Source: an optimization exercise on an open RTL-to-GDS flow (aim: small area, a short achievable clock period and few clock cycles per item). Production flows keep margins and buffers that such runs may drop.
Where RTL was checked, it was by simulation tests only, not by an equivalence proof against the original.
Power is estimated from default activity; no workload was simulated.

==> trial 69 <==
==> flow/design.v <==
package gray_histogram_pkg;
  localparam int NUM_BINS = 256;
  localparam int NUM_PIX  = 256 * 256;
  localparam int LO_W       = 12;
  localparam int HI_ENTRIES = NUM_PIX >> LO_W;
endpackage
import gray_histogram_pkg::*;
module histogram_predec
#(
  parameter int W = 3
) (
  input  logic           en,
  input  logic [W-1:0]   a,
  output logic [2**W-1:0] y
);
  for (genvar k = 0; k < 2**W; k++) begin : g_y
    assign y[k] = en && a == W'(k);
  end
endmodule
module histogram_bin_ram
#(
  parameter int LW = 12,
  parameter int AW = 8,
  parameter int GW = 2    
) (
  input  logic          clock,
  input  logic          clr,
  input  logic          we,
  input  logic [AW-1:0] wr_addr,
  input  logic [LW-1:0] wr_data,
  input  logic          rd_sel,     
  input  logic [AW-1:0] rd_addr_a,  
  input  logic [AW-1:0] rd_addr_b,
  output logic [LW-1:0] rd_data     
);
  localparam int NB = 1 << AW;
  localparam int NG = 1 << GW;
  localparam int GS = NB / NG;
  localparam int W0 = 3;
  localparam int W1 = AW - W0 - GW;
  logic [LW-1:0] mem [NB];
  logic [LW-1:0] wd;
  logic [LW-1:0] grp_q [NG];
  logic [NB-1:0] word;
  assign wd = clr ? '0 : wr_data;
  for (genvar i = 0; i < NB; i++) begin : g_bin
    always_ff @(posedge clock) begin
      if (clr || (we && wr_addr == AW'(i))) mem[i] <= wd;
    end
  end
  logic [2**W0-1:0] a0, b0;
  logic [2**W1-1:0] a1, b1;
  logic [NG-1:0]    a2, b2;
  histogram_predec #(.W(W0)) u_pa0 (.en(1'b1),    .a(rd_addr_a[W0-1:0]),        .y(a0));
  histogram_predec #(.W(W1)) u_pa1 (.en(1'b1),    .a(rd_addr_a[W0+W1-1:W0]),    .y(a1));
  histogram_predec #(.W(GW)) u_pa2 (.en(rd_sel),  .a(rd_addr_a[AW-1:W0+W1]),    .y(a2));
  histogram_predec #(.W(W0)) u_pb0 (.en(1'b1),    .a(rd_addr_b[W0-1:0]),        .y(b0));
  histogram_predec #(.W(W1)) u_pb1 (.en(1'b1),    .a(rd_addr_b[W0+W1-1:W0]),    .y(b1));
  histogram_predec #(.W(GW)) u_pb2 (.en(!rd_sel), .a(rd_addr_b[AW-1:W0+W1]),    .y(b2));
  for (genvar i = 0; i < NB; i++) begin : g_word
    localparam int I0 = i % (2**W0);
    localparam int I1 = (i / (2**W0)) % (2**W1);
    localparam int I2 = i / (2**(W0+W1));
    assign word[i] = (a0[I0] && a1[I1] && a2[I2]) || (b0[I0] && b1[I1] && b2[I2]);
  end
  for (genvar g = 0; g < NG; g++) begin : g_grp
    logic [LW-1:0] sel;
    always_comb begin
      sel = '0;
      for (int j = 0; j < GS; j++)
        sel |= {LW{word[g * GS + j]}} & mem[g * GS + j];
    end
    always_ff @(posedge clock) grp_q[g] <= sel;
  end
  always_comb begin
    rd_data = '0;
    for (int g = 0; g < NG; g++) rd_data |= grp_q[g];
  end
endmodule
module histogram_hi_table
#(
  parameter int HW = 5,
  parameter int NE = 16,
  parameter int AW = 8
) (
  input  logic          clock,
  input  logic          clr,
  input  logic          we,
  input  logic [AW-1:0] wr_addr,
  input  logic [HW-1:0] wr_data,
  input  logic [AW-1:0] rd_addr,
  output logic [HW-1:0] rd_data
);
  logic [AW-1:0] tag [NE];
  logic [HW-1:0] hi  [NE];
  logic [NE-1:0] used, wmatch, first_free, wsel;
  always_comb begin
    logic seen;
    seen = 1'b0;
    for (int e = 0; e < NE; e++) begin
      used[e]       = |hi[e];
      wmatch[e]     = used[e] && tag[e] == wr_addr;
      first_free[e] = !used[e] && !seen;
      seen          = seen | !used[e];
    end
    wsel = (|wmatch) ? wmatch : first_free;
  end
  for (genvar e = 0; e < NE; e++) begin : g_ent
    always_ff @(posedge clock) begin
      if (clr) begin
        hi[e] <= '0;
      end else if (we && wsel[e]) begin
        tag[e] <= wr_addr;
        hi[e]  <= wr_data;
      end
    end
  end
  always_comb begin
    rd_data = '0;
    for (int e = 0; e < NE; e++)
      rd_data |= {HW{used[e] && tag[e] == rd_addr}} & hi[e];
  end
endmodule
import gray_histogram_pkg::*;
module gray_histogram
#(
  parameter int IMG_W  = 256,
  parameter int IMG_H  = 256,
  parameter int ADDR_W = 16,
  parameter int PIX_W  = 8,
  parameter int CNT_W  = 17
) (
  input  logic              clock,
  input  logic              reset,
  input  logic              io_start,
  output logic              io_busy,
  output logic              io_done,
  output logic [ADDR_W-1:0] io_gray_addr,
  input  logic [PIX_W-1:0]  io_gray_data,
  input  logic [PIX_W-1:0]  io_hist_addr,
  output logic [CNT_W-1:0]  io_hist_data
);
  localparam int N    = IMG_W * IMG_H;
  localparam int HI_W = CNT_W - LO_W;
  logic             go;         
  logic             fetch;      
  logic             clr;        
  logic             v0, v1, v2, v3;
  logic             z1, z2;     
  logic [PIX_W-1:0] p1, p2, p3;
  logic             h1, h2;     
  logic [CNT_W-1:0] f1, f2;     
  logic [CNT_W-1:0] rd;
  logic [CNT_W-1:0] base, inc;
  logic [LO_W-1:0]  lo_rd;
  logic [HI_W-1:0]  hi_rd, hi_q;
  assign go = !io_busy && !io_done && io_start;
  always_ff @(posedge clock) begin
    if (reset) begin
      io_busy      <= 1'b0;
      io_done      <= 1'b0;
      fetch        <= 1'b0;
      clr          <= 1'b0;
      v0           <= 1'b0;
      v1           <= 1'b0;
      v2           <= 1'b0;
      v3           <= 1'b0;
      io_gray_addr <= '0;
    end else begin
      clr <= go;
      v0  <= go || fetch;
      v1  <= v0;
      v2  <= v1;
      v3  <= v2;
      if (go) begin
        io_busy <= 1'b1;
        fetch   <= 1'b1;
      end
      if (go || fetch) begin
        io_gray_addr <= io_gray_addr + 1'b1;
        if (io_gray_addr == ADDR_W'(N - 1)) fetch <= 1'b0;
      end
      if (v2 && !v1) begin
        io_busy <= 1'b0;
        io_done <= 1'b1;
      end
      if (io_done && !io_start) io_done <= 1'b0;
    end
  end
  always_ff @(posedge clock) begin
    hi_q <= hi_rd;
    p1   <= io_gray_data;
    z1   <= clr;
    rd   <= io_hist_data;
    p2   <= p1;
    z2   <= z1;
    h1   <= v1 && v2 && p1 == p2;
    h2   <= v1 && v3 && p1 == p3;
    p3   <= p2;
    f1   <= inc;
    f2   <= f1;
  end
  assign io_hist_data = {hi_q, lo_rd};
  assign base = h1 ? f1 : h2 ? f2 : z2 ? '0 : rd;
  assign inc  = base + CNT_W'(1);
  histogram_bin_ram #(
    .LW(LO_W),
    .AW(PIX_W)
  ) u_bins (
    .clock  (clock),
    .clr    (clr),
    .we     (v2),
    .wr_addr(p2),
    .wr_data(inc[LO_W-1:0]),
    .rd_sel   (v0),
    .rd_addr_a(io_gray_data),
    .rd_addr_b(io_hist_addr),
    .rd_data  (lo_rd)
  );
  histogram_hi_table #(
    .HW(HI_W),
    .NE(HI_ENTRIES),
    .AW(PIX_W)
  ) u_hi (
    .clock  (clock),
    .clr    (clr),
    .we     (v2 && inc[LO_W-1:0] == '0),
    .wr_addr(p2),
    .wr_data(inc[CNT_W-1:LO_W]),
    .rd_addr(v0 ? io_gray_data : io_hist_addr),
    .rd_data(hi_rd)
  );
endmodule
==> flow/run.sh <==
#!/bin/bash
# synth_recipe.tcl (not shown) runs the flow's synth.tcl, then flattens the netlist and writes it again
# the make line also repeats each setting of config.mk as NAME=value (left out here)
make -C /OpenROAD-flow-scripts/flow DESIGN_CONFIG=/design/flow/config.mk WORK_HOME=/design/flow/orfs CLKGATE_MAP_FILE= SYNTH_SCRIPT=/design/flow/synth_recipe.tcl finish
==> flow/config.mk <==
export PLATFORM = sky130hd
export DESIGN_NAME = gray_histogram
export DESIGN_NICKNAME = gray_histogram
export VERILOG_FILES = /design/flow/design.v
export SDC_FILE = /design/flow/constraint.sdc
export NUM_CORES = 4
export LEC_CHECK = 0
export CAP_MARGIN = 20
export CORE_MARGIN = 2
export CORE_UTILIZATION = 33
export CTS_BUF_LIST = sky130_fd_sc_hd__clkbuf_8
export CTS_CLUSTER_DIAMETER = 40
export CTS_CLUSTER_SIZE = 20
export SETUP_SLACK_MARGIN = 2.75
export SLEW_MARGIN = 20
export SYNTH_MEMORY_MAX_BITS = 8192
==> flow/constraint.sdc <==
create_clock -name core_clock -period 6.0 [get_ports {clock}]
set_input_delay 1.2000 -clock core_clock [delete_from_list [all_inputs] [get_ports {clock}]]
set_output_delay 1.2000 -clock core_clock [all_outputs]
set_load 0.01 [all_outputs]
==> trial 12: changes against trial 69 <==
- CORE_UTILIZATION: 33 -> 25
- CTS_BUF_LIST: sky130_fd_sc_hd__clkbuf_8 -> sky130_fd_sc_hd__clkbuf_8 sky130_fd_sc_hd__clkbuf_16
- PLACE_DENSITY: not set -> 0.7
- SETUP_SLACK_MARGIN: 2.75 -> 2.5
==> trial 37: changes against trial 69 <==
==> flow/design.v (replaced) <==
package gray_histogram_pkg;
  localparam int NUM_BINS = 256;
  localparam int NUM_PIX  = 256 * 256;
  localparam int LO_W       = 12;
  localparam int HI_ENTRIES = NUM_PIX >> LO_W;
endpackage
import gray_histogram_pkg::*;
module histogram_bin_ram
#(
  parameter int LW = 12,
  parameter int AW = 8
) (
  input  logic          clock,
  input  logic          clr,
  input  logic          we,
  input  logic [AW-1:0] wr_addr,
  input  logic [LW-1:0] wr_data,
  input  logic [AW-1:0] rd_addr,
  output logic [LW-1:0] rd_data
);
  localparam int NB = 1 << AW;
  logic [LW-1:0] mem [NB];
  logic [LW-1:0] wd;
  assign wd = clr ? '0 : wr_data;
  for (genvar i = 0; i < NB; i++) begin : g_bin
    always_ff @(posedge clock) begin
      if (clr || (we && wr_addr == AW'(i))) mem[i] <= wd;
    end
  end
  always_comb begin
    rd_data = '0;
    for (int i = 0; i < NB; i++)
      rd_data |= {LW{rd_addr == AW'(i)}} & mem[i];
  end
endmodule
module histogram_hi_table
#(
  parameter int HW = 5,
  parameter int NE = 16,
  parameter int AW = 8
) (
  input  logic          clock,
  input  logic          clr,
  input  logic          we,
  input  logic [AW-1:0] wr_addr,
  input  logic [HW-1:0] wr_data,
  input  logic [AW-1:0] rd_addr,
  output logic [HW-1:0] rd_data
);
  logic [AW-1:0] tag [NE];
  logic [HW-1:0] hi  [NE];
  logic [NE-1:0] used, wmatch, first_free, wsel;
  always_comb begin
    logic seen;
    seen = 1'b0;
    for (int e = 0; e < NE; e++) begin
      used[e]       = |hi[e];
      wmatch[e]     = used[e] && tag[e] == wr_addr;
      first_free[e] = !used[e] && !seen;
      seen          = seen | !used[e];
    end
    wsel = (|wmatch) ? wmatch : first_free;
  end
  for (genvar e = 0; e < NE; e++) begin : g_ent
    always_ff @(posedge clock) begin
      if (clr) begin
        hi[e] <= '0;
      end else if (we && wsel[e]) begin
        tag[e] <= wr_addr;
        hi[e]  <= wr_data;
      end
    end
  end
  always_comb begin
    rd_data = '0;
    for (int e = 0; e < NE; e++)
      rd_data |= {HW{used[e] && tag[e] == rd_addr}} & hi[e];
  end
endmodule
import gray_histogram_pkg::*;
module gray_histogram
#(
  parameter int IMG_W  = 256,
  parameter int IMG_H  = 256,
  parameter int ADDR_W = 16,
  parameter int PIX_W  = 8,
  parameter int CNT_W  = 17
) (
  input  logic              clock,
  input  logic              reset,
  input  logic              io_start,
  output logic              io_busy,
  output logic              io_done,
  output logic [ADDR_W-1:0] io_gray_addr,
  input  logic [PIX_W-1:0]  io_gray_data,
  input  logic [PIX_W-1:0]  io_hist_addr,
  output logic [CNT_W-1:0]  io_hist_data
);
  localparam int N    = IMG_W * IMG_H;
  localparam int HI_W = CNT_W - LO_W;
  logic             go;         
  logic             fetch;      
  logic             s_v;        
  logic             clr;        
  logic             r_v;        
  logic             r_z;        
  logic [PIX_W-1:0] r_bin;
  logic             fwd_hit;    
  logic [CNT_W-1:0] fwd_val;    
  logic [CNT_W-1:0] rd;
  logic [CNT_W-1:0] base, inc;
  logic [PIX_W-1:0] rd_addr;
  logic [LO_W-1:0]  lo_rd;
  logic [HI_W-1:0]  hi_rd;
  assign go = !io_busy && !io_done && io_start;
  always_ff @(posedge clock) begin
    if (reset) begin
      io_busy      <= 1'b0;
      io_done      <= 1'b0;
      fetch        <= 1'b0;
      s_v          <= 1'b0;
      r_v          <= 1'b0;
      clr          <= 1'b0;
      io_gray_addr <= '0;
    end else begin
      clr <= go;
      s_v <= go || fetch;
      r_v <= s_v;
      if (go) begin
        io_busy <= 1'b1;
        fetch   <= 1'b1;
      end
      if (go || fetch) begin
        io_gray_addr <= io_gray_addr + 1'b1;
        if (io_gray_addr == ADDR_W'(N - 1)) fetch <= 1'b0;
      end
      if (r_v && !s_v) begin
        io_busy <= 1'b0;
        io_done <= 1'b1;
      end
      if (io_done && !io_start) io_done <= 1'b0;
    end
  end
  assign rd_addr = s_v ? io_gray_data : io_hist_addr;
  always_ff @(posedge clock) begin
    rd      <= {hi_rd, lo_rd};
    r_bin   <= io_gray_data;
    r_z     <= clr;
    fwd_hit <= s_v && r_v && io_gray_data == r_bin;
    fwd_val <= inc;
  end
  assign io_hist_data = rd;
  assign base = fwd_hit ? fwd_val : (r_z ? '0 : rd);
  assign inc  = base + CNT_W'(1);
  histogram_bin_ram #(
    .LW(LO_W),
    .AW(PIX_W)
  ) u_bins (
    .clock  (clock),
    .clr    (clr),
    .we     (r_v),
    .wr_addr(r_bin),
    .wr_data(inc[LO_W-1:0]),
    .rd_addr(rd_addr),
    .rd_data(lo_rd)
  );
  histogram_hi_table #(
    .HW(HI_W),
    .NE(HI_ENTRIES),
    .AW(PIX_W)
  ) u_hi (
    .clock  (clock),
    .clr    (clr),
    .we     (r_v && inc[LO_W-1:0] == '0),
    .wr_addr(r_bin),
    .wr_data(inc[CNT_W-1:LO_W]),
    .rd_addr(rd_addr),
    .rd_data(hi_rd)
  );
endmodule
- ABC_CLOCK_PERIOD_IN_PS: not set -> 3500
- CORE_UTILIZATION: 33 -> 35
- CTS_BUF_LIST: sky130_fd_sc_hd__clkbuf_8 -> not set
- CTS_CLUSTER_DIAMETER: 40 -> not set
- CTS_CLUSTER_SIZE: 20 -> not set
- SETUP_SLACK_MARGIN: 2.75 -> 2.5
==> qor summary <==
Critical path endpoint: trial 12 u_bins.grp_q[3][7]; trial 37 -; trial 69 io_hist_data[6]
Die Footprint: trial 12 525000 um2; trial 37 -; trial 69 399000 um2
Type of the most critical hold path: trial 12 flop to flop; trial 37 -; trial 69 primary input to flop
Leakage power: trial 12 0.0533 uW; trial 37 -; trial 69 0.0531 uW
Psw: trial 12 16100 uW; trial 37 -; trial 69 15800 uW
# diodes: trial 12 33; trial 37 -; trial 69 34
# resized after CTS: trial 12 273; trial 37 603; trial 69 521
Time the worst path needs with I/O delays and setup: trial 12 3630 ps; trial 37 -; trial 69 3700 ps
Comb power frac: trial 12 0.087; trial 37 -; trial 69 0.110
Flip-flop count of the largest register, all copies and words added: trial 12 3072; trial 37 -; trial 69 3072
Signal buf overhead: trial 12 0.0389; trial 37 -; trial 69 0.0562
Via count of the routed design: trial 12 88970; trial 37 -; trial 69 90328
Critical path arrival: trial 12 4450 ps; trial 37 -; trial 69 2500 ps
Status: trial 12 timing/DRC/antenna clean; trial 37 aborted with a tool error; trial 69 timing/DRC/antenna clean
Last stage reached: trial 12 -; trial 37 5_1_grt; trial 69 -
Transition time at the pin with the least slew margin: trial 12 1250 ps; trial 37 -; trial 69 1240 ps
Testbench counts of trial 69, summed over its fixed seeds: cycles 526,360, images 8.
Testbench counts of trial 12, summed over its fixed seeds: cycles 526,360, images 8.
Function not checked in trial 37: the RTL went through the layout flow alone.

-- separate check: timing with driven ports --
No port has a modelled driver above. Below, the same layouts with a new extraction and two added sets of constraints.
Step 1 assumes that a clkbuf_16 drives the clock port and a buf_2 every other input.
Step 2 times the ports against the registers' clock, not the clock port: input delays grow and output delays shrink by t, the midpoint of the rising clock arrivals with the driver on.
a / b / c = ideal ports / drivers / drivers and shift; a / b = the first two.
| run | t, ns | setup slack, ns | latest minus earliest clock arrival (ns) | worst register clock-pin slew, ns |
|---|---|---|---|---|
| trial 69 | 1.280 | 2.296 / 2.185 / 1.207 | 0.127 / 0.127 | 0.10 / 0.10 |
| trial 12 | 1.051 | 2.367 / 2.387 / 1.370 | 0.114 / 0.114 | 0.07 / 0.07 |
After both steps every run listed still meets setup and hold. For trial 69, which loses most, drivers alone change the setup slack by -0.111 ns; drivers and shift together by -1.089 ns.
